What follows belongs to an exercise in optimizing a design on an open flow for small area and a short achievable clock period; a production flow would make more cautious choices. Function was checked by simulation only, so behaviour that the tests miss may differ from the original. No activity file was given, so power comes from the tool's default toggle rates.

--- flow/flow/run.sh ---
#!/bin/bash
# Standard layout (the standard.sh, unchanged synthesis), with:
#  - repair_timing aiming for a larger setup slack, so the achieved clock
#    period (not just the 17 ns target) is optimised;
#  - port buffers of a plain buf_2 cell (the resizer still sizes them).
set -euo pipefail
bash standard.sh SETUP_SLACK_MARGIN=10 "BUFFER_PORTS_ARGS=-buffer_cell sky130_fd_sc_hd__buf_2" finish > standard.log 2>&1
--- flow/standard.sh ---
#!/bin/bash
# synth_recipe.tcl (not shown) runs the flow's synth.tcl, then flattens the netlist and writes it again
# the make line also repeats each setting of config.mk as NAME=value (left out here)
make -C /OpenROAD-flow-scripts/flow DESIGN_CONFIG=/design/flow/config.mk WORK_HOME=/design/flow/orfs CLKGATE_MAP_FILE= SYNTH_SCRIPT=/design/flow/synth_recipe.tcl "${@:-finish}"
--- flow/config.mk ---
export PLATFORM = sky130hd
export DESIGN_NAME = maf_rr_scheduler
export DESIGN_NICKNAME = maf_rr_scheduler
export VERILOG_FILES = /design/flow/design.v
export SDC_FILE = /design/flow/constraint.sdc
export NUM_CORES = 4
export LEC_CHECK = 0
export CAP_MARGIN = 20
export CORE_MARGIN = 2
export CORE_UTILIZATION = 40
export SLEW_MARGIN = 20
--- flow/constraint.sdc ---
create_clock -name core_clock -period 17.0 [get_ports {clk}]
set_input_delay 3.4000 -clock core_clock [delete_from_list [all_inputs] [get_ports {clk}]]
set_output_delay 3.4000 -clock core_clock [all_outputs]
set_load 0.01 [all_outputs]
--- flow/design.v ---
module maf_rr_scheduler (
  input  logic        clk,
  input  logic        rst,
  input  logic [3:0]  in_valid,
  input  logic [39:0] in_data,
  output logic [3:0]  in_ready,
  input  logic [3:0]  clr,
  output logic        out_valid,
  input  logic        out_ready,
  output logic [9:0]  out_data,
  output logic [1:0]  out_ch,
  output logic        out_primed
);
  localparam logic [9:0] Q0 = 10'd477;
  localparam logic [6:0] R0 = 7'd13;
  function automatic logic [19:0] cadd10(input logic [9:0] a, input logic [9:0] b);
    logic [9:0] g, p, gg, pp, s0, s1;
    g  = a & b;
    p  = a ^ b;
    gg = g;
    pp = p;
    for (int l = 0; l < 4; l++) begin
      for (int i = 0; i < 10; i++) begin
        if (((i >> l) & 1) == 1) begin
          gg[i] = gg[i] | (pp[i] & gg[((i >> l) << l) - 1]);
          pp[i] = pp[i] & pp[((i >> l) << l) - 1];
        end
      end
    end
    s0[0] = p[0];
    s1[0] = ~p[0];
    for (int i = 1; i < 10; i++) begin
      s0[i] = p[i] ^ gg[i-1];
      s1[i] = p[i] ^ (gg[i-1] | pp[i-1]);
    end
    cadd10 = {s1, s0};
  endfunction
  function automatic logic [19:0] csa10(input logic [9:0] a, input logic [9:0] b,
                                        input logic [9:0] c, input logic ci);
    logic [9:0] s, k;
    s = a ^ b ^ c;
    k = (a & b) | (a & c) | (b & c);
    csa10 = {k[8:0], ci, s};
  endfunction
  function automatic logic [15:0] incdec8(input logic [7:0] x);
    logic [7:0] ci, bi;
    ci[0] = 1'b1;
    bi[0] = 1'b1;
    for (int i = 1; i < 8; i++) begin
      ci[i] = ci[i-1] & x[i-1];
      bi[i] = bi[i-1] & ~x[i-1];
    end
    incdec8 = {x ^ bi, x ^ ci};
  endfunction
  logic [3:0][13:0][9:0] hist_q;
  logic [3:0][9:0]       q_q;
  logic [3:0][6:0]       r_q;
  logic [3:0][3:0]       fill_q;
  logic [1:0]            last_q;
  logic [3:0]            lasth_q;    
  logic        out_valid_q;
  logic [9:0]  out_data_q;
  logic [1:0]  out_ch_q;
  logic        out_primed_q;
  logic [3:0] elig, gnt;
  logic [1:0] grant;
  logic       found, space, take, accept;
  assign elig  = in_valid & ~clr;
  assign found = |elig;
  always_comb begin
    case (last_q)
      2'd0:    gnt = elig[1] ? 4'b0010 : elig[2] ? 4'b0100 : elig[3] ? 4'b1000 : elig[0] ? 4'b0001 : 4'b0000;
      2'd1:    gnt = elig[2] ? 4'b0100 : elig[3] ? 4'b1000 : elig[0] ? 4'b0001 : elig[1] ? 4'b0010 : 4'b0000;
      2'd2:    gnt = elig[3] ? 4'b1000 : elig[0] ? 4'b0001 : elig[1] ? 4'b0010 : elig[2] ? 4'b0100 : 4'b0000;
      default: gnt = elig[0] ? 4'b0001 : elig[1] ? 4'b0010 : elig[2] ? 4'b0100 : elig[3] ? 4'b1000 : 4'b0000;
    endcase
  end
  assign grant    = {gnt[3] | gnt[2], gnt[3] | gnt[1]};
  assign space    = !out_valid_q || out_ready;
  assign take     = found && space;
  assign accept   = take && !rst;
  always_comb begin
    for (int i = 0; i < 4; i++) begin
      logic blk;
      blk = 1'b0;
      for (int j = 0; j < 4; j++)
        for (int l = 0; l < 4; l++)
          if (j != i && ((j - l + 3) % 4) < ((i - l + 3) % 4))
            blk = blk | (elig[j] & lasth_q[l]);
      in_ready[i] = elig[i] & !blk & space & !rst;
    end
  end
  logic [3:0][9:0] samp, oldc, q_e;
  logic [3:0][6:0] r_e, rr, dd;
  logic [3:0][5:0] sd, po;
  logic [3:0]      prim, empty;
  always_comb begin
    for (int i = 0; i < 4; i++) begin
      samp[i]  = in_data[10*i +: 10] ^ 10'h200;
      prim[i]  = fill_q[i][3] & fill_q[i][2] & fill_q[i][1];
      empty[i] = fill_q[i] == 4'd0;
      q_e[i]   = empty[i] ? Q0 : q_q[i];
      r_e[i]   = empty[i] ? R0 : r_q[i];
      oldc[i]  = prim[i] ? hist_q[i][13] : 10'd512;
      rr[i]    = {{4{r_e[i][6]}}, r_e[i][6:4]} + {3'b0, r_e[i][3:0]};
      po[i]    = {2'b0, oldc[i][3:0]} + {2'b0, oldc[i][7:4]} + {4'b0, oldc[i][9:8]};
      dd[i]    = {1'b0, samp[i][9:4]} + {5'b0, samp[i][9:8]};
      sd[i]    = {2'b0, samp[i][3:0]} + {2'b0, samp[i][7:4]} + {4'b0, samp[i][9:8]};
    end
  end
  logic [9:0] q_g;
  logic [5:0] ob_g, po_g, sd_g;
  logic [6:0] rr_g, dd_g;
  logic [2:0] rh_g;
  logic       primed;
  always_comb begin
    q_g    = '0;
    rh_g   = '0;
    ob_g   = '0;
    po_g   = '0;
    rr_g   = '0;
    dd_g   = '0;
    sd_g   = '0;
    primed = 1'b0;
    for (int i = 0; i < 4; i++) begin
      q_g    = q_g    | (gnt[i] ? q_e[i]          : 10'd0);
      rh_g   = rh_g   | (gnt[i] ? r_e[i][6:4]     : 3'd0);
      ob_g   = ob_g   | (gnt[i] ? oldc[i][9:4]    : 6'd0);
      po_g   = po_g   | (gnt[i] ? po[i]           : 6'd0);
      rr_g   = rr_g   | (gnt[i] ? rr[i]           : 7'd0);
      dd_g   = dd_g   | (gnt[i] ? dd[i]           : 7'd0);
      sd_g   = sd_g   | (gnt[i] ? sd[i]           : 6'd0);
      primed = primed | (gnt[i] & prim[i]);
    end
  end
  logic [19:0] ad_t, cs_r, ad_r, cs_a, ad_a, cs_n1, cs_n2, ad_n;
  logic [6:0]  t, r_new;
  logic [9:0]  a, q_new;
  assign ad_t  = cadd10({3'b0, rr_g}, {4'b0, sd_g});
  assign t     = ad_t[6:0];
  assign cs_r  = csa10({3'b0, rr_g}, {4'b0, sd_g}, ~{4'b0, po_g}, 1'b1);
  assign ad_r  = cadd10(cs_r[9:0], cs_r[19:10]);
  assign r_new = ad_r[6:0];
  assign cs_a  = csa10(q_g, {{7{rh_g[2]}}, rh_g}, {3'b0, dd_g}, 1'b0);
  assign ad_a  = cadd10(cs_a[9:0], cs_a[19:10]);
  assign a     = ad_a[9:0];
  assign cs_n1 = csa10(cs_a[9:0], cs_a[19:10], ~{4'b0, ob_g}, 1'b1);
  assign cs_n2 = csa10(cs_n1[9:0], cs_n1[19:10], ~{8'b0, ob_g[5:4]}, 1'b1);
  assign ad_n  = cadd10(cs_n2[9:0], cs_n2[19:10]);
  assign q_new = ad_n[9:0];
  logic [2:0]       ft;
  logic             nz;
  logic [6:0]       ahi;
  logic [15:0]      id_a;
  logic [5:0][9:0]  cand;
  logic [9:0]       y, quot;
  always_comb begin
    if (t[6])              ft = 3'b111;
    else if (t >= 7'd45)   ft = 3'd3;
    else if (t >= 7'd30)   ft = 3'd2;
    else if (t >= 7'd15)   ft = 3'd1;
    else                   ft = 3'd0;
    nz = !(t == 7'd0 || t == 7'd15 || t == 7'd30 || t == 7'd45);
  end
  assign ahi  = a[9:3];
  assign id_a = incdec8({1'b0, ahi});
  always_comb begin
    logic [4:0] lo;
    for (int j = 0; j < 6; j++) begin
      lo = {2'b0, a[2:0]} + 5'(j) - 5'd1;
      if (lo[4])      cand[j] = {id_a[14:8], lo[2:0]};
      else if (lo[3]) cand[j] = {id_a[6:0],  lo[2:0]};
      else            cand[j] = {ahi,        lo[2:0]};
    end
    y = cand[1];
    for (int f = -1; f <= 3; f++) begin
      if (ft == 3'(f))
        y = (nz && !cand[f+1][9]) ? cand[f+2] : cand[f+1];
    end
  end
  assign quot = y ^ 10'h200;
  always_ff @(posedge clk) begin
    for (int i = 0; i < 4; i++)
      if (take && gnt[i]) begin
        hist_q[i] <= {hist_q[i][12:0], samp[i]};
        q_q[i]    <= q_new;
        r_q[i]    <= r_new;
      end
  end
  always_ff @(posedge clk or posedge rst) begin
    if (rst) begin
      fill_q       <= '0;
      last_q       <= 2'd3;
      lasth_q      <= 4'b1000;
      out_valid_q  <= 1'b0;
      out_data_q   <= '0;
      out_ch_q     <= '0;
      out_primed_q <= 1'b0;
    end else begin
      for (int i = 0; i < 4; i++) begin
        if (clr[i])
          fill_q[i] <= '0;
        else if (take && gnt[i] && fill_q[i] != 4'd15)
          fill_q[i] <= fill_q[i] + 4'd1;
      end
      if (take) begin
        last_q       <= grant;
        lasth_q      <= gnt;
        out_valid_q  <= 1'b1;
        out_data_q   <= quot;
        out_ch_q     <= grant;
        out_primed_q <= primed;
      end else if (out_ready) begin
        out_valid_q  <= 1'b0;
      end
    end
  end
  assign out_valid  = out_valid_q;
  assign out_data   = out_data_q;
  assign out_ch     = out_ch_q;
  assign out_primed = out_primed_q;
endmodule
==> run notes, run 1 <==
largest net degree at the start of global routing=90; Setup Skew=roughly 38 ps; Final Setup Violations=0; DR iter-0 viols=1,305; Syn-to-layout area delta=21.53%; Total Routing Usage GR=between 10% and 20%; Worst setup SP type=input port; area of the multi-input gates=roughly 8600 sq um; Worst path slowest cell=fa_2; Arr. time, crit path=roughly 8700 ps; Pleak=roughly 12 nW; # DRC=0; Cells after Synth=1,738; Post-Syn Nets=roughly 2,000; Async SR Flop Fraction=approximately 5.4%; total number of vias=approximately 15,000; FILL cells=5,728; Reg2Reg Depth=21; hold path depth=0; clock sink count=around 660; GPL Wtd Cong=just under 0.9; Rows=96; CTS tree=yes; Worst VDD drop=around 0.1 mV; post-placement cell count=around 2,700; Layout Nets=2,207; Worst Tran Pin Value=about 1100 ps; Syn Area/Cell=roughly 16 sq um; first-pass GRT wire length=a little under 90,000 um; Yosys Warn Count=1; library cells used by synthesis=79; via density per instance=between 5 and 6; relative slew slack=slightly below 30%; Die X=268.2 um; kind of critical path=in2reg; post-detailed-route count of antenna-violating nets=0; post-route cell area=33,940 sq um; grt ovf=0; Initial Util=~41%; Fmax achieved=~120 MHz; Core Util, Final=between 40% and 50%; CTS clk-pin slew, worst paths=60 ps; Seq cells post-synth=roughly 660; I/O Pins=between 60 and 70; crit path max fanout=8; share of layout cells above drive strength 1=a little under a quarter; antenna cell count=0; setup TNS=0 ps; final instance count without filler cells=a little under 3,000; status=finished clean; hold-fix buffer count after cts=0; Hold Crit Class=reg2reg; Met3 Wirelength=approximately 3500 um; CP Capture Type=flip-flop; vias in the first global route=between 15,000 and 20,000; WL/cell=roughly 20 um; number of synthesized flops with an enable pin=about 630; RSZ-0062 raised after global routing=true; Pre-antenna DRT Iters=7; drt total wl=58,830 um; Max stage delay on crit path=about 600 ps; Routed met2 length=27,780 um; largest area contributor in the netlist=edfxtp_1; Buffers on Ports=around 70; Required @ worst endpoint=between 15,000 and 20,000 ps; htree depth=3; initial antenna violation count=2; worst hold slack=400.7 ps; DIE HEIGHT=268.2 um; sequential-to-total area share from yosys stat=70.76%; total power=a little over 5 mW; PD cells=~150 nW/um^2; pins over their slew limit=0; CTS buffer count=71; latest clock arrival within the worst-skew pair=630 ps; half-perimeter wire length after placement=37,620 um; Post-DP Area=approximately 30,000 sq um; Hold Vio Cnt, Final=0; Seq. cell area=19,760 sq um; fin worst setup slack=slightly below 9000 ps; Post-synth top flop=edfxtp_1; core area=68,830 sq um; highest metal used=met5; top cell type's share of synthesized area=between 60% and 70%; clk root buf=clkbuf_16; M1 WL=approximately 26,000 um; Max Cap Viol=0; dpl ws=approximately 7300 ps; Final period util=between 40% and 50%; synth top area cells=edfxtp_1, ha_1, fa_1; full die area=~70,000 sq um; Mapped Area=27,930 sq um; clk buf depth=3; min Tclk post-route=8211 ps
## synthesized netlist by cell type, drive strengths merged, types with 7 or more instances
| cell | instances |
|---|---|
| fa | 64 |
| nor2b | 17 |
| a21o | 33 |
| inv | 125 |
| edfxtp | 628 |
| buf | 10 |
| nand2b | 21 |
| nand2 | 74 |
| ha | 129 |
| nor2 | 85 |
| o221ai | 7 |
| a31oi | 10 |
| xnor2 | 53 |
| a22oi | 10 |
| dfrtp | 33 |
| xor2 | 35 |
| o21bai | 8 |
| clkbuf | 28 |
| o211ai | 12 |
| a21oi | 56 |
| o22ai | 20 |
| mux2i | 22 |
| a211oi | 10 |
| nor3 | 12 |
| a221oi | 10 |
| nand3 | 38 |
| o22a | 8 |
| o21ai | 52 |
| and2 | 43 |
## where the power goes
group | leakage (nW) | total, mW | switching [mW] | internal (mW)
Sequential | 6.18 | 2.04 | 0.0325 | 2.00
Clock | 1.14 | 1.52 | 0.639 | 0.881
Combinational | 5.13 | 1.57 | 0.882 | 0.692
## metal layers
| layer | vias to the layer above | GRT usage, % |
|---|---|---|
| li1 | 6922 | - |
| met1 | 7627 | 22.62 |
| met2 | 405 | 26.52 |
| met3 | 106 | 3.070 |
| met4 | 4 | 6.130 |
| met5 | - | 0 |
## cell type report
type	instances	area share [%]
clock buffers	80	5.396
clock inverters	47	1.489
inverters	125	1.401
multi-input cells	911	25.36
flip-flops and latches	664	58.22
well taps	931	3.432
repair buffers	190	4.696
## worst max-delay path, delay by kind of cell
family / cells / cell delay [ps]
buffers and inverters: 4 / 440
AOI/OAI and AO/OA: 13 / 2020
adders and majority gates: 4 / 1410
and+or+nand+nor: 4 / 1010
muxes: 1 / 410
## logic make-up (layout without fill, tap and decap cells)
kind of cell,after synthesis,in the layout,synth area share (%)
flip-flops,664,664,70.76
adder cells (fa/ha/maj),193,193,10.37
AO/OA/AOI/OAI,278,278,6.917
AND/OR/NAND/NOR,326,326,5.896
buffers and inverters,163,442,2.249
XOR/XNOR,90,90,2.930
multiplexers,24,24,0.8825
## cells in the final DEF (no fill, tap or decap), types with 7 or more instances in the layout
cell type  instances
nor2_1            69
and2_1            42
clkbuf_16         72
mux2i_1           19
a21o_1            33
fa_1              48
o22ai_1           18
buf_4             84
edfxtp_1         628
clkinv_1          12
dfrtp_1           33
o22a_1             8
a21oi_2           10
ha_4              13
nor2b_1           11
buf_6             27
buf_2             61
o21ai_0           34
nor2_2             8
o21ai_1           11
nand3_1           34
nor2_4             8
xnor2_2            7
a31oi_1           10
inv_1            111
xnor2_1           40
nand2_1           73
a22oi_1            8
fa_2              16
buf_12            11
a21oi_1           43
xor2_1            27
clkinv_2          14
o211ai_1          11
nand2b_1          16
inv_2             12
ha_1             110
clkbuf_1           8
xor2_2             7
## state kept, by name, summed over array words and instances, names as in the netlist
signal and cells:
fill_q 16, lasth_q 4, r_q 28, out_valid_q 1
hist_q 560, out_data_q 10, q_q 40, out_ch_q 2
out_primed_q 1, last_q 2
## worst paths after layout
path	start	end	slack (ps)
setup / recovery	clr[1]	out_data_q[4]$_DFFE_PP0P_	8790
hold / removal	hist_q[200]$_DFFE_PP_	hist_q[210]$_DFFE_PP_	400
setup reg to reg	fill_q[8]$_DFFE_PP0P_	out_data_q[1]$_DFFE_PP0P_	10480
hold reg to reg	hist_q[200]$_DFFE_PP_	hist_q[210]$_DFFE_PP_	400
max in group asynchronous	rst	fill_q[10]$_DFFE_PP0P_	13700
min in group asynchronous	rst	fill_q[14]$_DFFE_PP0P_	2910
## what timing repair did
| action | in CTS | in global routing |
|---|---|---|
| cloned | 5 | 1 |
| gates resized for setup | 129 | 68 |
| buffers inserted | 65 | 29 |
| pin swaps | 81 | 67 |
| endpoints found under the setup margin | 58 | 54 |
==> inputs of run 2 (changes only) <==
--- a/flow/config.mk
+++ b/flow/config.mk
@@ -8,4 +8,7 @@
 export CAP_MARGIN = 20
 export CORE_MARGIN = 2
-export CORE_UTILIZATION = 40
+export CORE_UTILIZATION = 65
+export CTS_BUF_LIST = sky130_fd_sc_hd__clkbuf_16
+export CTS_CLUSTER_DIAMETER = 120
+export CTS_CLUSTER_SIZE = 24
 export SLEW_MARGIN = 20
==> run notes, run 2 <==
status=finished clean; FILL cells=between 2,000 and 3,000; most frequent cell after synthesis=edfxtp_1; Seq cells post-synth=between 600 and 700; hold path startpoint=hist_q[89]$_DFFE_PP_; grt ovf=0; via density per instance=approximately 6.0; Mapped Area=between 20,000 and 30,000 sq um; half-perimeter wire length after placement=about 36,000 um; min Tclk post-route=~8300 ps; Final Setup Violations=0; Buffers on Ports=68; vias in the first global route=~15,000; Setup Skew=roughly 39 ps; PD cells=137.3 nW/um^2; Worst path slowest cell=fa_1; core area=42,130 sq um; DR iter-0 viols=1,603; Worst setup SP type=input port; Worst Tran Pin Value=between 1000 and 1500 ps; Arr. time, crit path=8700 ps; hold endpoint=hist_q[99]$_DFFE_PP_; Hold Vio Cnt, Final=0; RSZ-0062 raised after global routing=true; CP delay by family, top=adder cells; CTS buffer count=31; Post-Syn Nets=between 1,500 and 2,000; Layout Nets=about 2,200; WP buf/inv=6; post-route cell area=around 32,000 sq um; setup TNS=0 ps; initial antenna violation count=2; WL/cell=approximately 23 um; synth top area cells=edfxtp_1, ha_1, fa_1; CTS tree=yes; Post-synth top flop=edfxtp_1; most flop-heavy register=hist_q; drt total wl=approximately 55,000 um; R2R setup slack=approximately 11,000 ps; Core Util, Final=about three quarters; Pre-antenna DRT Iters=6; antenna cell count=0; Total Routing Usage GR=around a quarter; hold path depth=0; Post-DP Area=roughly 29,000 sq um; Pleak=around 12 nW; latest clock arrival within the worst-skew pair=approximately 640 ps; clock sink count=664; full die area=roughly 45,000 sq um; Worst VDD drop=approximately 0.085 mV; kind of critical path=in2reg; Reg2Reg Depth=21; worst hold slack=about 390 ps; DIE HEIGHT=between 200 and 250 um; Critical R2R Launch=fill_q[9]$_DFFE_PP0P_; top cell type's share of synthesized area=approximately two thirds; Synth top cells by count=edfxtp_1, ha_1, inv_1, nor2_1, nand2_1; CP Capture Type=flip-flop; number of synthesized flops with an enable pin=628; fin worst setup slack=a little under 9000 ps; clk buf depth=3; GPL Wtd Cong=between 0.8 and 0.9; share of layout cells above drive strength 1=a little under a fifth; total number of vias=between 10,000 and 15,000; I/O Pins=69; Final period util=about 49%; crit path max fanout=6; commonest cells after routing, fill and taps aside=edfxtp_1, inv_1, ha_1, nor2_1, nand2_1; max reg flops=560; FF-to-FF End=out_data_q[3]$_DFFE_PP0P_; Rows=75; pins over their slew limit=0; clk root buf=clkbuf_16; Max stage delay on crit path=roughly 560 ps; htree depth=1; dpl ws=around 7400 ps; Syn-to-layout area delta=13.05%; largest area contributor in the netlist=edfxtp_1; Async SR Flop Fraction=under 10%; # DRC=0; library cells used by synthesis=between 70 and 80; sequential-to-total area share from yosys stat=~70%; first-pass GRT wire length=83,570 um; Hold Crit Class=reg2reg; Cells after Synth=1,738; Initial Util=66.29%; post-detailed-route count of antenna-violating nets=0; largest net degree at the start of global routing=between 90 and 100; top flop regs=hist_q (560), q_q (40), r_q (28); Yosys Warn Count=1; Fmax achieved=120.1 MHz; CTS clk-pin slew, worst paths=~100 ps; Max Cap Viol=0; commonest non-fill, non-tap cell in the layout=edfxtp_1; Syn Area/Cell=approximately 16 sq um; Required @ worst endpoint=17,370 ps; Die X=around 210 um; relative slew slack=a little under a quarter
==> run 2: metal layers <==
metal  vias up  track usage (%)  part of all wire, %
met5         -                0                0.050
met4         4            7.601                  3.2
met3       112            3.985                  7.2
met2       549            41.48                   48
met1      7373            35.31                   41
li1       6752                -                    -
==> run 2: logic make-up (layout without fill, tap and decap cells) <==
kind of cell    count (synthesis)  in the layout  synth area share, %
compound gates                278            278                6.917
xor+xnor                       90             90                2.930
fa+ha+maj                     193            193                10.37
buf+inv                       163            344                2.249
flops                         664            664                70.76
mux                            24             24               0.8825
simple gates                  326            326                5.896
==> run 2: how the worst max path moves through the flow <==
stage	startpoint	endpoint	slack, ps	cells past startpoint
2_1_floorplan	clr[1]	out_data_q[5]$_DFFE_PP0P_	8560	25
3_3_place_gp	clr[3]	out_data_q[8]$_DFFE_PP0P_	7480	26
3_5_place_dp	clr[3]	out_data_q[8]$_DFFE_PP0P_	7370	26
4_1_cts	in_data[19]	out_data_q[5]$_DFFE_PP0P_	8810	27
5_1_grt	clr[1]	q_q[19]$_DFFE_PP_	8490	27
6_report	clr[1]	q_q[29]$_DFFE_PP_	8670	27
==> run 2: worst reg2reg max path: stages, from the launching register on <==
cell and delay [ps]:
dfrtp_1 450, inv_1 80, ha_1 150, or3b_1 590, nand2_1 280, inv_1 70
ha_1 280, a21oi_1 250, o21ai_0 170, xor2_1 220, o22ai_1 280, nor2_1 600
inv_1 100, ha_1 410, a21oi_1 190, nor3_1 600, nor2_1 210, and3_1 450
a221oi_4 360, o21ai_1 120, mux2_1 330, o211ai_1 90
==> run 2: area by class of cell <==
class                           count  area [sq um]  share of cell area [%]
Tap cell                          539         674.4                   2.136
Clock inverter                     13         68.82                  0.2180
Sequential cell                   664         19760                   62.59
Clock buffer                       31         775.7                   2.457
Timing Repair Buffer              175          1369                   4.335
Inverter                          125         476.7                   1.510
Multi-Input combinational cell    911          8446                   26.75
==> run 2: through the flow <==
step	power, mW	cells
5_1_grt	4.546	2458
6_report	4.336	2458
3_3_place_gp	3.203	2328
4_1_cts	4.201	2429
3_5_place_dp	3.237	2328
2_1_floorplan	2.919	1738
==> run 2: power by group <==
| group | internal [mW] | switching (mW) |
|---|---|---|
| Sequential | 2.00 | 0.0342 |
| Clock | 0.331 | 0.457 |
| Combinational | 0.655 | 0.859 |
| Total | 2.99 | 1.35 |
==> run 2: repair_timing <==
| item | in CTS | in global routing |
|---|---|---|
| hold buffers | 0 | 0 |
| pin swaps | 41 | 58 |
| setup buffers | 53 | 29 |
| setup endpoints to repair | 54 | 58 |
| cloned | 4 | 0 |
| gates resized for setup | 92 | 69 |
==> inputs of run 3 (changes only) <==
--- a/flow/design.v
+++ b/flow/design.v
@@ -93,5 +93,5 @@
   logic [3:0][9:0] samp, oldc, q_e;
   logic [3:0][6:0] r_e, rr, dd;
-  logic [3:0][5:0] sd, po;
+  logic [3:0][5:0] sd;
   logic [3:0]      prim, empty;
   always_comb begin
@@ -104,11 +104,10 @@
       oldc[i]  = prim[i] ? hist_q[i][13] : 10'd512;
       rr[i]    = {{4{r_e[i][6]}}, r_e[i][6:4]} + {3'b0, r_e[i][3:0]};
-      po[i]    = {2'b0, oldc[i][3:0]} + {2'b0, oldc[i][7:4]} + {4'b0, oldc[i][9:8]};
       dd[i]    = {1'b0, samp[i][9:4]} + {5'b0, samp[i][9:8]};
       sd[i]    = {2'b0, samp[i][3:0]} + {2'b0, samp[i][7:4]} + {4'b0, samp[i][9:8]};
     end
   end
-  logic [9:0] q_g;
-  logic [5:0] ob_g, po_g, sd_g;
+  logic [9:0] q_g, o_g;
+  logic [5:0] sd_g;
   logic [6:0] rr_g, dd_g;
   logic [2:0] rh_g;
@@ -117,6 +116,5 @@
     q_g    = '0;
     rh_g   = '0;
-    ob_g   = '0;
-    po_g   = '0;
+    o_g    = '0;
     rr_g   = '0;
     dd_g   = '0;
@@ -126,6 +124,5 @@
       q_g    = q_g    | (gnt[i] ? q_e[i]          : 10'd0);
       rh_g   = rh_g   | (gnt[i] ? r_e[i][6:4]     : 3'd0);
-      ob_g   = ob_g   | (gnt[i] ? oldc[i][9:4]    : 6'd0);
-      po_g   = po_g   | (gnt[i] ? po[i]           : 6'd0);
+      o_g    = o_g    | (gnt[i] ? oldc[i]         : 10'd0);
       rr_g   = rr_g   | (gnt[i] ? rr[i]           : 7'd0);
       dd_g   = dd_g   | (gnt[i] ? dd[i]           : 7'd0);
@@ -134,25 +131,11 @@
     end
   end
-  logic [19:0] ad_t, cs_r, ad_r, cs_a, ad_a, cs_n1, cs_n2, ad_n;
-  logic [6:0]  t, r_new;
-  logic [9:0]  a, q_new;
+  logic [19:0] ad_t, cs_r, ad_r, cs_a, cs_y, ad_y, cs_n1, cs_n2, ad_n;
+  logic [6:0]  t, po, r_new;
+  logic [9:0]  y, quot, q_new;
+  logic [2:0]  ft;
+  logic        nz;
   assign ad_t  = cadd10({3'b0, rr_g}, {4'b0, sd_g});
   assign t     = ad_t[6:0];
-  assign cs_r  = csa10({3'b0, rr_g}, {4'b0, sd_g}, ~{4'b0, po_g}, 1'b1);
-  assign ad_r  = cadd10(cs_r[9:0], cs_r[19:10]);
-  assign r_new = ad_r[6:0];
-  assign cs_a  = csa10(q_g, {{7{rh_g[2]}}, rh_g}, {3'b0, dd_g}, 1'b0);
-  assign ad_a  = cadd10(cs_a[9:0], cs_a[19:10]);
-  assign a     = ad_a[9:0];
-  assign cs_n1 = csa10(cs_a[9:0], cs_a[19:10], ~{4'b0, ob_g}, 1'b1);
-  assign cs_n2 = csa10(cs_n1[9:0], cs_n1[19:10], ~{8'b0, ob_g[5:4]}, 1'b1);
-  assign ad_n  = cadd10(cs_n2[9:0], cs_n2[19:10]);
-  assign q_new = ad_n[9:0];
-  logic [2:0]       ft;
-  logic             nz;
-  logic [6:0]       ahi;
-  logic [15:0]      id_a;
-  logic [5:0][9:0]  cand;
-  logic [9:0]       y, quot;
   always_comb begin
     if (t[6])              ft = 3'b111;
@@ -163,21 +146,16 @@
     nz = !(t == 7'd0 || t == 7'd15 || t == 7'd30 || t == 7'd45);
   end
-  assign ahi  = a[9:3];
-  assign id_a = incdec8({1'b0, ahi});
-  always_comb begin
-    logic [4:0] lo;
-    for (int j = 0; j < 6; j++) begin
-      lo = {2'b0, a[2:0]} + 5'(j) - 5'd1;
-      if (lo[4])      cand[j] = {id_a[14:8], lo[2:0]};
-      else if (lo[3]) cand[j] = {id_a[6:0],  lo[2:0]};
-      else            cand[j] = {ahi,        lo[2:0]};
-    end
-    y = cand[1];
-    for (int f = -1; f <= 3; f++) begin
-      if (ft == 3'(f))
-        y = (nz && !cand[f+1][9]) ? cand[f+2] : cand[f+1];
-    end
-  end
-  assign quot = y ^ 10'h200;
+  assign cs_a  = csa10(q_g, {{7{rh_g[2]}}, rh_g}, {3'b0, dd_g}, 1'b0);
+  assign cs_y  = csa10(cs_a[9:0], cs_a[19:10], {{7{ft[2]}}, ft}, 1'b0);
+  assign ad_y  = cadd10(cs_y[9:0], cs_y[19:10]);
+  assign y     = (nz && !ad_y[9]) ? ad_y[19:10] : ad_y[9:0];
+  assign quot  = y ^ 10'h200;
+  assign po    = {3'b0, o_g[3:0]} + {3'b0, o_g[7:4]} + {5'b0, o_g[9:8]};
+  assign ad_r  = cadd10({3'b0, t}, {3'b111, ~po});
+  assign r_new = ad_r[16:10];
+  assign cs_n1 = csa10(cs_a[9:0], cs_a[19:10], ~{4'b0, o_g[9:4]}, 1'b1);
+  assign cs_n2 = csa10(cs_n1[9:0], cs_n1[19:10], ~{8'b0, o_g[9:8]}, 1'b1);
+  assign ad_n  = cadd10(cs_n2[9:0], cs_n2[19:10]);
+  assign q_new = ad_n[9:0];
   always_ff @(posedge clk) begin
     for (int i = 0; i < 4; i++)
==> run notes, run 3 <==
half-perimeter wire length after placement=roughly 33,000 um; grt ovf=0; pins over their slew limit=0; min Tclk post-route=9066 ps; status=finished clean; total number of vias=12,902; GPL Wtd Cong=0.9447; clock sink count=roughly 660; Pleak=approximately 11 nW; vias in the first global route=12,519; relative slew slack=about 31%; R2R setup slack=~9300 ps; Buffers on Ports=68; met1 usage=between 30 and 40%; sequential-to-total area share from yosys stat=75.39%; max reg flops=560; Worst VDD drop=~0.09 mV; GR Util met3=about 3.8%; Hold Crit Class=reg2reg; Post-synth top flop=edfxtp_1; Max Cap Viol=0; most flop-heavy register=hist_q; Post-Syn Nets=1,742; M2 GR Usage=roughly 37%; Rows=73; latest clock arrival within the worst-skew pair=610 ps; drt total wl=around 48,000 um; top cell type's share of synthesized area=approximately 72%; Layout Nets=1,897; via density per instance=around 5.8; top flop regs=hist_q (560), q_q (40), r_q (28); Fmax achieved=110.3 MHz; commonest non-fill, non-tap cell in the layout=edfxtp_1; largest net degree at the start of global routing=just under 90; Total Routing Usage GR=between 20% and 30%; Syn Area/Cell=roughly 17 sq um; Critical R2R Launch=fill_q[8]$_DFFE_PP0P_; Setup Skew=approximately 24 ps; RSZ-0062 raised after global routing=true; Syn-to-layout area delta=11.62%; core area=39,730 sq um; worst setup path start=in_data[19]; Initial Util=65.98%; Seq cells post-synth=664; htree depth=1; Core Util, Final=about three quarters; Final Setup Violations=0; post-detailed-route count of antenna-violating nets=0; kind of critical path=in2reg; GRT Max-Usage Layer=met2; largest area contributor in the netlist=edfxtp_1; area of the multi-input gates=around 6500 sq um; Yosys Warn Count=1; hold-fix buffer count after cts=0; Required @ worst endpoint=roughly 17,000 ps; commonest cells after routing, fill and taps aside=edfxtp_1, inv_1, ha_1, nor2_1, buf_4; Worst Tran Pin Value=between 1000 and 1500 ps; Die X=204.8 um; clk buf depth=3; Worst setup SP type=input port; FILL cells=roughly 2,500; crit path max fanout=6; antenna cell count=0; CTS tree=yes; Final period util=a little over half; Reg2Reg Depth=30; WL/cell=about 21 um; DIE HEIGHT=204.8 um; Hold Vio Cnt, Final=0; Mapped Area=approximately 26,000 sq um; Pre-antenna DRT Iters=5; CTS clk-pin slew, worst paths=around 90 ps; DR iter-0 viols=between 1,000 and 1,500; initial antenna violation count=0; share of layout cells above drive strength 1=~17%; I/O Pins=69; # DRC=0; PD cells=130.2 nW/um^2; Async SR Flop Fraction=~5.4%; first-pass GRT wire length=just over 70,000 um; library cells used by synthesis=between 60 and 70; most frequent cell after synthesis=edfxtp_1; Synth top cells by count=edfxtp_1, inv_1, ha_1, nor2_1, nand2_1; full die area=roughly 42,000 sq um; hold path depth=0; synth top area cells=edfxtp_1, ha_1, fa_1; CP Capture Type=flip-flop; hold path startpoint=hist_q[39]$_DFFE_PP_; Cells after Synth=1,535; CTS buffer count=31; number of synthesized flops with an enable pin=around 630; setup TNS=0 ps; clk root buf=clkbuf_16; Arr. time, crit path=9550 ps; Seq. cell area=slightly below 20,000 sq um
-- run 3: cells by family after synthesis --
group	after synthesis	synth area share [%]
flops	664	75.39
fa+ha+maj	156	8.906
mux	6	0.2291
simple gates	276	5.207
buf+inv	145	2.090
compound gates	214	5.656
xor+xnor	74	2.525
-- run 3: layer usage --
metal | part of all wire [%] | vias up
met3 | 5.5 | 78
li1 | - | 6045
met2 | 48 | 346
met5 | 0 | -
met4 | 3.4 | 0
met1 | 43 | 6433
-- run 3: what timing repair did --
action / 4_1_cts / 5_1_grt
buffers inserted: 26 / 32
gates cloned: 1 / 0
endpoints found under the setup margin: 66 / 66
gates resized for setup: 40 / 66
pin swaps: 26 / 45
-- run 3: worst max-delay path, stage by stage --
cell and delay (ps):
clkbuf_4 140, inv_2 50, fa_1 510, ha_2 200, fa_2 450, a221oi_2 270
o21ai_1 120, ha_1 290, a21o_1 210, a21oi_4 200, o21ai_4 90, nand3_2 80
and2_4 170, clkinvlp_4 110, buf_8 160, fa_2 580, ha_4 210, a21o_1 190
a21o_1 180, a211oi_2 270, o21bai_1 140, a21oi_2 180, xnor3_1 280, a2111o_1 430
a21bo_1 230, nand4_1 60, or3b_1 340
-- run 3: layout make-up --
class / count / share of cell area [%]
inverter: 120 / 1.604
clock buffer: 31 / 2.651
clock inverter: 27 / 0.3806
timing repair buffer: 147 / 3.502
tap: 525 / 2.245
multi-input combinational: 726 / 22.08
sequential: 664 / 67.54
-- run 3: worst paths after layout --
check,end
min in group asynchronous,fill_q[8]$_DFFE_PP0P_
worst max-delay path,out_data_q[2]$_DFFE_PP0P_
worst max register to register,out_data_q[2]$_DFFE_PP0P_
worst min-delay path,hist_q[49]$_DFFE_PP_
max in group asynchronous,out_data_q[2]$_DFFE_PP0P_
worst min register to register,hist_q[49]$_DFFE_PP_
-- run 3: power breakdown --
part,switching [mW],leakage [nW],internal [mW]
Sequential,0.0372,6.17,1.99
Clock,0.448,0.524,0.334
Combinational,0.580,3.84,0.422
Total,1.07,10.5,2.74
-- run 3: metrics by stage --
stage          setup slack (ps)  instances  hold WS [ps]  area [sq um]  power [mW]
2_1_floorplan              7545       1535         400.3         26480       2.626
3_3_place_gp               7013       2123         400.3         27490       2.849
3_5_place_dp               6727       2123         404.5         27490       2.875
4_1_cts                    7935       2208         410.9         28730       3.696
5_1_grt                    7723       2240         415.6         29260       3.990
6_report                   7934       2240         414.6         29260       3.809
==> inputs of run 4 (changes only) <==
--- a/flow/design.v
+++ b/flow/design.v
@@ -91,6 +91,6 @@
     end
   end
-  logic [3:0][9:0] samp, oldc, q_e;
-  logic [3:0][6:0] r_e, rr, dd;
+  logic [3:0][9:0] samp;
+  logic [3:0][6:0] rr, dd;
   logic [3:0][5:0] sd;
   logic [3:0]      prim, empty;
@@ -100,12 +100,12 @@
       prim[i]  = fill_q[i][3] & fill_q[i][2] & fill_q[i][1];
       empty[i] = fill_q[i] == 4'd0;
-      q_e[i]   = empty[i] ? Q0 : q_q[i];
-      r_e[i]   = empty[i] ? R0 : r_q[i];
-      oldc[i]  = prim[i] ? hist_q[i][13] : 10'd512;
-      rr[i]    = {{4{r_e[i][6]}}, r_e[i][6:4]} + {3'b0, r_e[i][3:0]};
+      rr[i]    = empty[i] ? 7'd13 :
+                 {{4{r_q[i][6]}}, r_q[i][6:4]} + {3'b0, r_q[i][3:0]};
       dd[i]    = {1'b0, samp[i][9:4]} + {5'b0, samp[i][9:8]};
       sd[i]    = {2'b0, samp[i][3:0]} + {2'b0, samp[i][7:4]} + {4'b0, samp[i][9:8]};
     end
   end
+  logic [3:0] gq, go;
+  logic       ge, gp;
   logic [9:0] q_g, o_g;
   logic [5:0] sd_g;
@@ -114,20 +114,23 @@
   logic       primed;
   always_comb begin
-    q_g    = '0;
-    rh_g   = '0;
-    o_g    = '0;
+    gq     = gnt & ~empty;
+    go     = gnt & prim;
+    ge     = |(gnt & empty);
+    gp     = |(gnt & ~prim);
+    q_g    = ge ? Q0 : 10'd0;
+    rh_g   = ge ? R0[6:4] : 3'd0;
+    o_g    = gp ? 10'd512 : 10'd0;
     rr_g   = '0;
     dd_g   = '0;
     sd_g   = '0;
-    primed = 1'b0;
     for (int i = 0; i < 4; i++) begin
-      q_g    = q_g    | (gnt[i] ? q_e[i]          : 10'd0);
-      rh_g   = rh_g   | (gnt[i] ? r_e[i][6:4]     : 3'd0);
-      o_g    = o_g    | (gnt[i] ? oldc[i]         : 10'd0);
+      q_g    = q_g    | (gq[i]  ? q_q[i]          : 10'd0);
+      rh_g   = rh_g   | (gq[i]  ? r_q[i][6:4]     : 3'd0);
+      o_g    = o_g    | (go[i]  ? hist_q[i][13]   : 10'd0);
       rr_g   = rr_g   | (gnt[i] ? rr[i]           : 7'd0);
       dd_g   = dd_g   | (gnt[i] ? dd[i]           : 7'd0);
       sd_g   = sd_g   | (gnt[i] ? sd[i]           : 6'd0);
-      primed = primed | (gnt[i] & prim[i]);
-    end
+    end
+    primed = |go;
   end
   logic [19:0] ad_t, cs_r, ad_r, cs_a, cs_y, ad_y, cs_n1, cs_n2, ad_n;
--- a/flow/flow/run.sh
+++ b/flow/flow/run.sh
@@ -5,3 +5,3 @@
 #  - port buffers of a plain buf_2 cell (the resizer still sizes them).
 set -euo pipefail
-bash standard.sh SETUP_SLACK_MARGIN=10 "BUFFER_PORTS_ARGS=-buffer_cell sky130_fd_sc_hd__buf_2" finish > standard.log 2>&1
+bash standard.sh SETUP_SLACK_MARGIN=9 "BUFFER_PORTS_ARGS=-buffer_cell sky130_fd_sc_hd__buf_2" finish > standard.log 2>&1
==> run notes, run 4 <==
Required @ worst endpoint=roughly 18,000 ps; Max Cap Viol=0; first-pass GRT wire length=72,370 um; PD cells=about 130 nW/um^2; Mapped Area=approximately 26,000 sq um; hold endpoint=hist_q[161]$_DFFE_PP_; hold path startpoint=hist_q[151]$_DFFE_PP_; xor/xnor cell area share of the yosys netlist=2.643%; core area=about 40,000 sq um; vias in the first global route=between 10,000 and 15,000; setup TNS=0 ps; Worst setup SP type=input port; Seq pwr share=between 50% and 60%; Final period util=a little over half; drt total wl=between 40,000 and 50,000 um; Seq cells post-synth=around 660; R2R setup slack=10,410 ps; Rows=between 70 and 80; DR iter-0 viols=between 1,000 and 1,500; half-perimeter wire length after placement=roughly 32,000 um; clock share of power=between 20% and 30%; relative slew slack=26.69%; CTS tree=yes; grt ovf=0; GPL Wtd Cong=approximately 0.91; full die area=~42,000 sq um; Yosys Warn Count=1; hold path depth=0; htree depth=1; via density per instance=5.723; top flop regs=hist_q (560), q_q (40), r_q (28); # DRC=0; CTS clk-pin slew, worst paths=roughly 90 ps; Simple-Gate Fraction of Synth Area=approximately 4.7%; FF-to-FF End=out_data_q[2]$_DFFE_PP0P_; largest family of logic cells by synthesized area=adder cells; Synth top cells by count=edfxtp_1, inv_1, ha_1, nand2_1, nor2_1; commonest cells after routing, fill and taps aside=edfxtp_1, inv_1, ha_1, nand2_1, buf_4; Post-synth top flop=edfxtp_1; CTS buffer count=31; Syn-to-layout area delta=12.12%; post-detailed-route count of antenna-violating nets=0; Buffers on Ports=just under 70; clk root buf=clkbuf_16; Fmax achieved=~110 MHz; latest clock arrival within the worst-skew pair=~620 ps; adder-cell area share of the yosys netlist=roughly 9%; Syn Area/Cell=approximately 18 sq um; antenna cell count=0; hold-fix buffer count after cts=0; largest area contributor in the netlist=edfxtp_1; clk buf depth=3; Pint=about 2.8 mW; Post-Syn Nets=between 1,500 and 2,000; Total Routing Usage GR=23.51%; Async SR Flop Fraction=approximately 5.4%; commonest non-fill, non-tap cell in the layout=edfxtp_1; Final Setup Violations=0; WL/cell=about 22 um; mux contribution to synthesized area=less than 1%; Reg2Reg Depth=24; initial antenna violation count=0; Pleak=around 10 nW; synth top area cells=edfxtp_1, ha_1, fa_1; status=finished clean; worst hold slack=between 400 and 500 ps; share of layout cells above drive strength 1=between 10% and 20%; library cells used by synthesis=between 60 and 70; Pre-antenna DRT Iters=8; max reg flops=560; Synth Area in Compound Gates=5.415%; Cells after Synth=1,480; Arr. time, crit path=about 9400 ps; CP Capture Type=flip-flop; Worst Tran Pin Value=~1100 ps; crit path max fanout=4; Layout Nets=roughly 1,900; Hold Crit Class=reg2reg; largest net degree at the start of global routing=between 80 and 90; top cell type's share of synthesized area=between 70% and 80%; I/O Pins=69; Hold Vio Cnt, Final=0; total number of vias=12,579; post-route cell area=around 30,000 sq um; DIE HEIGHT=204.0 um; Critical R2R Launch=last_q[1]$_DFFE_PP1P_; Sw Share=28.26%; Net Switching=1.095 mW; Setup Skew=29.77 ps; min Tclk post-route=just under 9000 ps; combinational share of power=between 20% and 30%; Die X=just over 200 um; sequential-to-total area share from yosys stat=~76%; RSZ-0062 raised after global routing=true; most flop-heavy register=hist_q; Post-DP Area=~27,000 sq um; number of synthesized flops with an enable pin=about 630; Worst VDD drop=about 0.086 mV; clock sink count=around 660; kind of critical path=in2reg; most frequent cell after synthesis=edfxtp_1; pins over their slew limit=0; Initial Util=around two thirds
-- run 4: logic make-up after synthesis --
group,count (synthesis)
multiplexers,7
AND/OR/NAND/NOR,250
flip-flops,664
AO/OA/AOI/OAI,196
adder cells (fa/ha/maj),156
buffers and inverters,135
XOR/XNOR,72
-- run 4: routing by layer --
metal / share of wire (%) / global-route usage, % / up-vias
li1: - / - / 5885
met1: 44 / 34.63 / 6195
met2: 46 / 36.87 / 425
met3: 6.8 / 3.858 / 74
met4: 3.1 / 7.298 / 0
met5: 0 / 0 / -
-- run 4: worst max-delay path by stage --
stage / startpoint / to / slack [ps]
floorplan: clr[0] / out_data_q[8]$_DFFE_PP0P_ / 8090
detailed placement: clr[3] / out_data_q[8]$_DFFE_PP0P_ / 6970
global placement: clr[3] / out_data_q[8]$_DFFE_PP0P_ / 7250
global route: in_data[25] / out_data_q[9]$_DFFE_PP0P_ / 7970
CTS: in_data[29] / out_data_q[8]$_DFFE_PP0P_ / 8210
finish: in_data[5] / out_data_q[2]$_DFFE_PP0P_ / 8120
-- run 4: final cells by class --
class / count / area [sq um]
clock buffer: 31 / 775.7
clock inverter: 26 / 102.6
fill: 2437 / 10500
inverter: 116 / 456.7
multi-input combinational: 682 / 6274
sequential: 664 / 19760
tap: 525 / 656.9
timing repair buffer: 154 / 1114
-- run 4: power groups by stage --
| stage | logic (mW) | clock network [mW] | registers [mW] |
|---|---|---|---|
| after floorplan | 0.577 | 0 | 2.06 |
| after global placement | 0.789 | 0 | 2.06 |
| after detailed placement | 0.810 | 0 | 2.06 |
| after CTS | 0.967 | 0.814 | 2.03 |
| after global routing | 1.16 | 0.863 | 2.04 |
| final | 1.06 | 0.791 | 2.03 |
-- run 4: metrics by stage --
step	util, %	instances	worst slack [ps]	total power, mW
2_1_floorplan	-	1480	8092	2.633
3_3_place_gp	68.64	2074	7248	2.846
3_5_place_dp	68.64	2074	6968	2.872
4_1_cts	72.95	2187	8212	3.808
5_1_grt	73.51	2198	7968	4.063
6_report	73.51	2198	8123	3.877
-- run 4: timing repair --
item                                    in CTS  in global routing
resized for setup                          106                 30
pin swaps                                   57                 40
buffers inserted                            56                 10
cloned                                       0                  1
endpoints found under the setup margin      62                 34
-- run 4: critical path, stage by stage --
cell,delay (ps)
buf_6,110
fa_1,470
ha_2,210
fa_2,340
xor2_1,160
a222oi_1,400
o21ai_1,200
ha_1,360
a21oi_2,90
fa_2,610
nor3_4,60
or3_4,430
fa_2,590
ha_4,140
a21o_1,130
a21oi_2,70
o21ai_1,130
a21o_1,170
a21oi_2,80
o21bai_2,230
xor3_2,360
a21boi_0,310
nor3_1,100
o31ai_1,250
==> inputs of run 5 (changes only) <==
==> flow/run.sh (new file) <==
#!/bin/bash
# synth_recipe.tcl (not shown) runs the flow's synth.tcl, then flattens the netlist and writes it again
# the make line also repeats each setting of config.mk as NAME=value (left out here)
make -C /OpenROAD-flow-scripts/flow DESIGN_CONFIG=/design/flow/config.mk WORK_HOME=/design/flow/orfs CLKGATE_MAP_FILE= SYNTH_SCRIPT=/design/flow/synth_recipe.tcl finish
--- a/flow/config.mk
+++ b/flow/config.mk
@@ -12,3 +12,4 @@
 export CTS_CLUSTER_DIAMETER = 120
 export CTS_CLUSTER_SIZE = 24
+export SETUP_SLACK_MARGIN = 5
 export SLEW_MARGIN = 20
removed: flow/flow/run.sh
removed: flow/standard.sh
==> run notes, run 5 <==
Worst Tran Pin Value=1104 ps; htree depth=1; Reg2Reg Depth=24; library cells used by synthesis=a little under 70; Hold Vio Cnt, Final=0; hold path depth=0; PD cells=~130 nW/um^2; synth top area cells=edfxtp_1, ha_1, fa_1; Hold Crit Class=reg2reg; top cell type's share of synthesized area=between 70% and 80%; Layout Nets=approximately 1,800; Syn-to-layout area delta=8.756%; Rows=73; sequential-to-total area share from yosys stat=between 70% and 80%; largest area contributor in the netlist=edfxtp_1; Required @ worst endpoint=17,500 ps; Buffers on Ports=a little under 70; DR iter-0 viols=between 1,000 and 1,500; Final Setup Violations=0; total power=about 3.6 mW; final instance count without filler cells=2,118; drt total wl=approximately 44,000 um; Worst setup SP type=input port; Mapped Area=25,990 sq um; CTS clk-pin slew, worst paths=110 ps; clk root buf=clkbuf_16; half-perimeter wire length after placement=~31,000 um; RSZ-0062 raised after global routing=false; Max Cap Viol=0; latest clock arrival within the worst-skew pair=roughly 600 ps; share of layout cells above drive strength 1=4.834%; Cells after Synth=around 1,500; kind of critical path=in2reg; I/O Pins=~70; vias in the first global route=approximately 12,000; top flop regs=hist_q (560), q_q (40), r_q (28); CTS buffer count=31; Syn Area/Cell=between 15 and 20 sq um; min Tclk post-route=~11,000 ps; worst hold slack=between 400 and 500 ps; full die area=between 40,000 and 50,000 sq um; clock sink count=approximately 660; Yosys Warn Count=1; CP Capture Type=flip-flop; Pre-antenna DRT Iters=8; fin worst setup slack=5585 ps; Worst VDD drop=roughly 0.11 mV; FILL cells=roughly 2,500; status=finished clean; Post-synth top flop=edfxtp_1; clk buf depth=3; dpl ws=~5300 ps; GPL Wtd Cong=around 0.9; setup TNS=0 ps; crit path max fanout=13; most flop-heavy register=hist_q; Total Routing Usage GR=about 22%; commonest non-fill, non-tap cell in the layout=edfxtp_1; Seq cells post-synth=~660; Seq. cell area=19,760 sq um; largest net degree at the start of global routing=150; Final period util=67.15%; Pleak=a little under 10 nW; total number of vias=between 10,000 and 15,000; first-pass GRT wire length=slightly below 70,000 um; Initial Util=65.57%; post-placement cell count=2,073; post-detailed-route count of antenna-violating nets=0; Post-CTS Setup Bufs=0; Setup Skew=28.19 ps; Synth top cells by count=edfxtp_1, inv_1, ha_1, nand2_1, nor2_1; area of the multi-input gates=between 5000 and 6000 sq um; most frequent cell after synthesis=edfxtp_1; core area=roughly 40,000 sq um; Arr. time, crit path=approximately 12,000 ps; max reg flops=between 500 and 600; Fmax achieved=between 80 and 90 MHz; # DRC=0; CTS tree=yes; commonest cells after routing, fill and taps aside=edfxtp_1, inv_1, ha_1, nand2_1, clkdlybuf4s50_1; post-cts resize count=0; pins over their slew limit=0; Die X=roughly 200 um; initial antenna violation count=0; hold-fix buffer count after cts=0; DIE HEIGHT=around 200 um; grt ovf=0; relative slew slack=25.70%; Post-Syn Nets=between 1,500 and 2,000; number of synthesized flops with an enable pin=~630; WL/cell=approximately 21 um; antenna cell count=0; via density per instance=5.690; Async SR Flop Fraction=between 5 and 6%
## run 5: critical path, cell delays in order
cell,delay [ps]
clkdlybuf4s50_1,560
nand2b_1,360
a21boi_0,410
nor2_1,90
nand2_1,610
o22ai_1,220
a221oi_1,830
nand4_1,280
ha_1,380
a21o_1,170
a21oi_1,310
o21ai_0,220
xor2_2,700
or3_1,240
fa_1,460
ha_1,250
a21o_1,200
a21oi_1,250
o21ai_0,150
a21o_1,230
a21oi_1,240
o21bai_1,170
xnor3_2,460
nor3_1,360
nor3_1,90
o31ai_1,250
## run 5: final timing paths
kind | slack (ps) | to | from
max reg2reg | 8640 | out_data_q[7]$_DFFE_PP0P_ | last_q[1]$_DFFE_PP1P_
max | 5580 | out_data_q[7]$_DFFE_PP0P_ | clr[1]
min in group asynchronous | 3260 | fill_q[11]$_DFFE_PP0P_ | rst
min reg2reg | 410 | hist_q[279]$_DFFE_PP_ | hist_q[269]$_DFFE_PP_
max in group asynchronous | 13370 | lasth_q[3]$_DFFE_PP1P_ | rst
min | 410 | hist_q[279]$_DFFE_PP_ | hist_q[269]$_DFFE_PP_
## run 5: logic make-up (layout without fill, tap and decap cells)
| family | after synthesis | in the layout | share of synthesized area [%] |
|---|---|---|---|
| flip-flops | 664 | 664 | 76.03 |
| buffers and inverters | 135 | 248 | 1.988 |
| multiplexers | 7 | 7 | 0.2696 |
| AND/OR/NAND/NOR | 250 | 250 | 4.669 |
| XOR/XNOR | 72 | 72 | 2.643 |
| AO/OA/AOI/OAI | 196 | 196 | 5.415 |
| adder cells (fa/ha/maj) | 156 | 156 | 8.982 |
## run 5: cell type report
type | count | share of cell area (%)
clock inverter | 14 | 0.2036
sequential | 664 | 69.91
clock buffer | 31 | 2.744
timing repair buffer | 87 | 2.957
inverter | 116 | 1.558
multi-input combinational | 681 | 20.30
tap | 525 | 2.324
## run 5: report_power, final
part           internal [mW]  switching (mW)
registers               1.99          0.0366
clock network          0.329           0.441
logic                  0.319           0.514
## run 5: metrics by stage
stage	util, %	cell area [sq um]
after floorplan	-	25990
after detailed placement	69.21	27440
after CTS	71.31	28270
after global placement	69.21	27440
final	71.31	28270
after global routing	71.31	28270
## run 5: per-layer routing
metal	up-vias	track usage, %	share of wire (%)	wire [um]
li1	5727	-	-	-
met2	388	32.22	44	19580
met5	-	1.310	0.15	68
met4	2	7.324	3.1	1373
met3	59	5.405	8.0	3568
met1	5875	32.63	45	19730
==> inputs of run 6 (changes only) <==
--- a/flow/design.v
+++ b/flow/design.v
@@ -92,7 +92,8 @@
   end
   logic [3:0][9:0] samp;
-  logic [3:0][6:0] rr, dd;
+  logic [3:0][6:0] rr, dd, tc;
   logic [3:0][5:0] sd;
-  logic [3:0]      prim, empty;
+  logic [3:0][2:0] ftc;
+  logic [3:0]      prim, empty, nzc;
   always_comb begin
     for (int i = 0; i < 4; i++) begin
@@ -104,4 +105,11 @@
       dd[i]    = {1'b0, samp[i][9:4]} + {5'b0, samp[i][9:8]};
       sd[i]    = {2'b0, samp[i][3:0]} + {2'b0, samp[i][7:4]} + {4'b0, samp[i][9:8]};
+      tc[i]    = rr[i] + {1'b0, sd[i]};
+      if (tc[i][6])              ftc[i] = 3'b111;
+      else if (tc[i] >= 7'd45)   ftc[i] = 3'd3;
+      else if (tc[i] >= 7'd30)   ftc[i] = 3'd2;
+      else if (tc[i] >= 7'd15)   ftc[i] = 3'd1;
+      else                       ftc[i] = 3'd0;
+      nzc[i]   = !(tc[i] == 7'd0 || tc[i] == 7'd15 || tc[i] == 7'd30 || tc[i] == 7'd45);
     end
   end
@@ -109,6 +117,7 @@
   logic       ge, gp;
   logic [9:0] q_g, o_g;
-  logic [5:0] sd_g;
-  logic [6:0] rr_g, dd_g;
+  logic [6:0] t, dd_g;
+  logic [2:0] ft;
+  logic       nz;
   logic [2:0] rh_g;
   logic       primed;
@@ -121,32 +130,22 @@
     rh_g   = ge ? R0[6:4] : 3'd0;
     o_g    = gp ? 10'd512 : 10'd0;
-    rr_g   = '0;
+    t      = '0;
     dd_g   = '0;
-    sd_g   = '0;
+    ft     = '0;
+    nz     = 1'b0;
     for (int i = 0; i < 4; i++) begin
       q_g    = q_g    | (gq[i]  ? q_q[i]          : 10'd0);
       rh_g   = rh_g   | (gq[i]  ? r_q[i][6:4]     : 3'd0);
       o_g    = o_g    | (go[i]  ? hist_q[i][13]   : 10'd0);
-      rr_g   = rr_g   | (gnt[i] ? rr[i]           : 7'd0);
+      t      = t      | (gnt[i] ? tc[i]           : 7'd0);
       dd_g   = dd_g   | (gnt[i] ? dd[i]           : 7'd0);
-      sd_g   = sd_g   | (gnt[i] ? sd[i]           : 6'd0);
+      ft     = ft     | (gnt[i] ? ftc[i]          : 3'd0);
+      nz     = nz     | (gnt[i] & nzc[i]);
     end
     primed = |go;
   end
-  logic [19:0] ad_t, cs_r, ad_r, cs_a, cs_y, ad_y, cs_n1, cs_n2, ad_n;
-  logic [6:0]  t, po, r_new;
+  logic [19:0] cs_r, ad_r, cs_a, cs_y, ad_y, cs_n1, cs_n2, ad_n;
+  logic [6:0]  po, r_new;
   logic [9:0]  y, quot, q_new;
-  logic [2:0]  ft;
-  logic        nz;
-  assign ad_t  = cadd10({3'b0, rr_g}, {4'b0, sd_g});
-  assign t     = ad_t[6:0];
-  always_comb begin
-    if (t[6])              ft = 3'b111;
-    else if (t >= 7'd45)   ft = 3'd3;
-    else if (t >= 7'd30)   ft = 3'd2;
-    else if (t >= 7'd15)   ft = 3'd1;
-    else                   ft = 3'd0;
-    nz = !(t == 7'd0 || t == 7'd15 || t == 7'd30 || t == 7'd45);
-  end
   assign cs_a  = csa10(q_g, {{7{rh_g[2]}}, rh_g}, {3'b0, dd_g}, 1'b0);
   assign cs_y  = csa10(cs_a[9:0], cs_a[19:10], {{7{ft[2]}}, ft}, 1'b0);
==> flow/flow/run.sh (new file) <==
#!/bin/bash
# Standard layout (the standard.sh, unchanged synthesis), with:
#  - repair_timing aiming for a larger setup slack, so the achieved clock
#    period (not just the 17 ns target) is optimised;
#  - port buffers of a plain buf_2 cell (the resizer still sizes them).
set -euo pipefail
bash standard.sh SETUP_SLACK_MARGIN=10 "BUFFER_PORTS_ARGS=-buffer_cell sky130_fd_sc_hd__buf_2" finish > standard.log 2>&1
==> flow/standard.sh (new file) <==
#!/bin/bash
# synth_recipe.tcl (not shown) runs the flow's synth.tcl, then flattens the netlist and writes it again
# the make line also repeats each setting of config.mk as NAME=value (left out here)
make -C /OpenROAD-flow-scripts/flow DESIGN_CONFIG=/design/flow/config.mk WORK_HOME=/design/flow/orfs CLKGATE_MAP_FILE= SYNTH_SCRIPT=/design/flow/synth_recipe.tcl "${@:-finish}"
--- a/flow/config.mk
+++ b/flow/config.mk
@@ -12,4 +12,3 @@
 export CTS_CLUSTER_DIAMETER = 120
 export CTS_CLUSTER_SIZE = 24
-export SETUP_SLACK_MARGIN = 5
 export SLEW_MARGIN = 20
removed: flow/run.sh
==> run notes, run 6 <==
Final Setup Violations=0; first-pass GRT wire length=about 83,000 um; full die area=43,430 sq um; most flop-heavy register=hist_q; hold path depth=0; total power=approximately 4.3 mW; Worst path slowest cell=fa_2; largest area contributor in the netlist=edfxtp_1; Initial Util=between 60% and 70%; Final period util=51.17%; grt ovf=0; Syn-to-layout area delta=14.64%; clk buf depth=3; CP delay by family, top=adder cells; # DRC=0; Layout Nets=about 2,100; total number of vias=about 14,000; top cell type's share of synthesized area=69.43%; commonest non-fill, non-tap cell in the layout=edfxtp_1; I/O Pins=between 60 and 70; WL/cell=23.13 um; fin worst setup slack=between 8000 and 9000 ps; htree depth=1; dpl ws=roughly 7200 ps; Worst setup SP type=input port; pins over their slew limit=0; library cells used by synthesis=77; PD cells=139.0 nW/um^2; RSZ-0062 raised after global routing=true; setup TNS=0 ps; synth top area cells=edfxtp_1, ha_1, fa_1; clock sink count=664; Max stage delay on crit path=slightly above 600 ps; Rows=74; Buffers on Ports=just under 70; Post-DP Area=around 29,000 sq um; R2R setup slack=9830 ps; share of layout cells above drive strength 1=a little over a fifth; WP buf/inv=4; max reg flops=between 500 and 600; Die X=about 210 um; commonest cells after routing, fill and taps aside=edfxtp_1, inv_1, buf_4, ha_1, nor2_1; Total Routing Usage GR=around 26%; clk root buf=clkbuf_16; post-route cell area=31,130 sq um; via density per instance=between 5 and 6; DR iter-0 viols=about 1,500; Reg2Reg Depth=27; Max Cap Viol=0; Hold Vio Cnt, Final=0; Fmax achieved=between 100 and 150 MHz; half-perimeter wire length after placement=~37,000 um; GPL Wtd Cong=1.033; Pleak=11.63 nW; Setup Skew=~33 ps; initial antenna violation count=1; Syn Area/Cell=around 16 sq um; Worst VDD drop=0.1159 mV; hold endpoint=hist_q[152]$_DFFE_PP_; relative slew slack=approximately a third; Cells after Synth=approximately 1,700; Mapped Area=between 20,000 and 30,000 sq um; min Tclk post-route=between 8000 and 9000 ps; CTS tree=yes; Synth top cells by count=edfxtp_1, inv_1, ha_1, nor2_1, nand2_1; Post-Syn Nets=1,892; sequential-to-total area share from yosys stat=roughly 73%; Seq cells post-synth=between 600 and 700; number of synthesized flops with an enable pin=approximately 630; CTS clk-pin slew, worst paths=between 100 and 150 ps; crit path max fanout=6; hold path startpoint=hist_q[142]$_DFFE_PP_; largest net degree at the start of global routing=79; CTS buffer count=31; Async SR Flop Fraction=under 10%; latest clock arrival within the worst-skew pair=roughly 640 ps; post-detailed-route count of antenna-violating nets=0; Yosys Warn Count=1; Worst Tran Pin Value=between 1000 and 1500 ps; kind of critical path=in2reg; Critical R2R Launch=fill_q[12]$_DFFE_PP0P_; core area=roughly 41,000 sq um; CP Capture Type=flip-flop; Pre-antenna DRT Iters=8; Post-synth top flop=edfxtp_1; CP Depth=28; Required @ worst endpoint=approximately 18,000 ps; drt total wl=56,060 um; Arr. time, crit path=between 9000 and 10,000 ps; vias in the first global route=around 14,000; DIE HEIGHT=208.4 um; FF-to-FF End=out_data_q[4]$_DFFE_PP0P_; status=finished clean; top flop regs=hist_q (560), q_q (40), r_q (28); Hold Crit Class=reg2reg; most frequent cell after synthesis=edfxtp_1; Most common cell on crit path=a21o_1
run 6: changes by cell type after synthesis, sizes merged, moves of 7 or more:
cell and change:
inv +51, nor2 +51, ha +14, nand2 -11, fa +9, o21ai -9, a21oi +8, clkbuf +7
run 6: repair_timing:
item,in CTS,in global routing
endpoints found under the setup margin,74,70
gates resized for setup,127,63
buffers inserted,63,46
pin swaps,84,64
hold buffers,0,0
gates cloned,2,1
run 6: cells by family (layout without fill, tap and decap cells):
kind of cell,count (synthesis),count (layout),share of synthesized area [%]
flip-flops,664,664,72.76
AND/OR/NAND/NOR,317,318,5.763
AO/OA/AOI/OAI,226,228,6.017
buffers and inverters,194,420,2.755
adder cells (fa/ha/maj),179,179,9.905
XOR/XNOR,71,71,2.391
multiplexers,11,11,0.4054
other,0,1,0
run 6: worst max path at each step:
| stage | startpoint | endpoint | slack [ps] |
|---|---|---|---|
| after floorplan | in_data[11] | out_data_q[4]$_DFFE_PP0P_ | 8250 |
| after global placement | in_data[9] | out_data_q[1]$_DFFE_PP0P_ | 7330 |
| after detailed placement | clr[0] | q_q[19]$_DFFE_PP_ | 7160 |
| after CTS | in_data[11] | out_data_q[8]$_DFFE_PP0P_ | 8470 |
| after global routing | in_data[11] | out_data_q[4]$_DFFE_PP0P_ | 8170 |
| final | in_data[11] | out_data_q[4]$_DFFE_PP0P_ | 8300 |
run 6: cell type report:
type | count | area, sq um
Sequential cell | 664 | 19760
Fill cell | 2385 | 9882
Multi-Input combinational cell | 807 | 7645
Timing Repair Buffer | 195 | 1521
Clock buffer | 31 | 775.7
Tap cell | 532 | 665.6
Inverter | 167 | 639.4
Clock inverter | 27 | 122.6
Antenna cell | 1 | 2.502
run 6: metrics by stage:
stage	cells	hold slack [ps]	util, %
final	2424	397.4	75.91
after global routing	2423	416.7	75.90
after CTS	2376	403.4	74.29
after detailed placement	2253	404.5	69.50
after global placement	2253	400.3	69.50
after floorplan	1662	400.3	-
run 6: per-layer routing:
metal / wire [um] / part of all wire (%) / vias to the layer above / track usage, %
li1: - / - / 6558 / -
met1: 23000 / 41 / 7212 / 36.83
met2: 26920 / 48 / 582 / 42.15
met3: 4152 / 7.4 / 132 / 3.940
met4: 1978 / 3.5 / 0 / 6.673
met5: 0 / 0 / - / 0
run 6: worst register-to-register path: stages (launching register included):
cell,delay [ps]
dfrtp_1,440
inv_1,80
ha_1,170
nor3b_2,720
nor2_1,160
fa_1,520
inv_1,40
ha_1,290
ha_1,370
nor2_1,100
or3b_4,410
a21oi_4,150
xnor2_2,170
a311oi_1,100
o211ai_1,550
fa_2,610
ha_4,180
a21o_1,180
a21o_1,160
a21o_1,160
a21oi_2,160
o21bai_2,80
a21o_1,170
a21o_1,190
a21oi_4,160
o22ai_4,130
or4_1,530
nand3_2,90
run 6: power by group:
part | internal, mW | leakage [nW] | total [mW] | switching [mW]
registers | 2.01 | 6.18 | 2.06 | 0.0508
clock network | 0.336 | 0.530 | 0.806 | 0.470
logic | 0.636 | 4.92 | 1.46 | 0.820

==> port drivers added, routing unchanged <==
In the flow no input, the clock included, has a driving cell. The finished layouts below were timed again as built, in two steps.
Step 1: set_driving_cell puts a clkbuf_16 on clk and a buf_2 on each other input, an assumption about the parent block.
Step 2 also shifts input and output timing later by t, the mid clock arrival at the registers, as if the neighbouring blocks saw the same clock.
Slacks: no drivers / after step 1 / after step 2; pairs: no drivers / after step 1.
run	t (ns)	setup WS [ns]	worst setup path after step 2
run 1	0.674	8.789 / 8.797 / 8.123	input to register
run 2	0.676	8.673 / 8.691 / 8.015	input to register
run 3	0.656	7.934 / 7.928 / 7.272	input to register
run 4	0.659	8.123 / 8.135 / 7.477	input to register
run 5	0.642	5.585 / 5.617 / 4.975	input to register
run 6	0.675	8.301 / 8.304 / 7.629	input to register
After both steps every run listed still meets setup and hold. For run 6, which loses most, drivers alone change the setup slack by +0.003 ns; drivers and shift together by -0.672 ns.
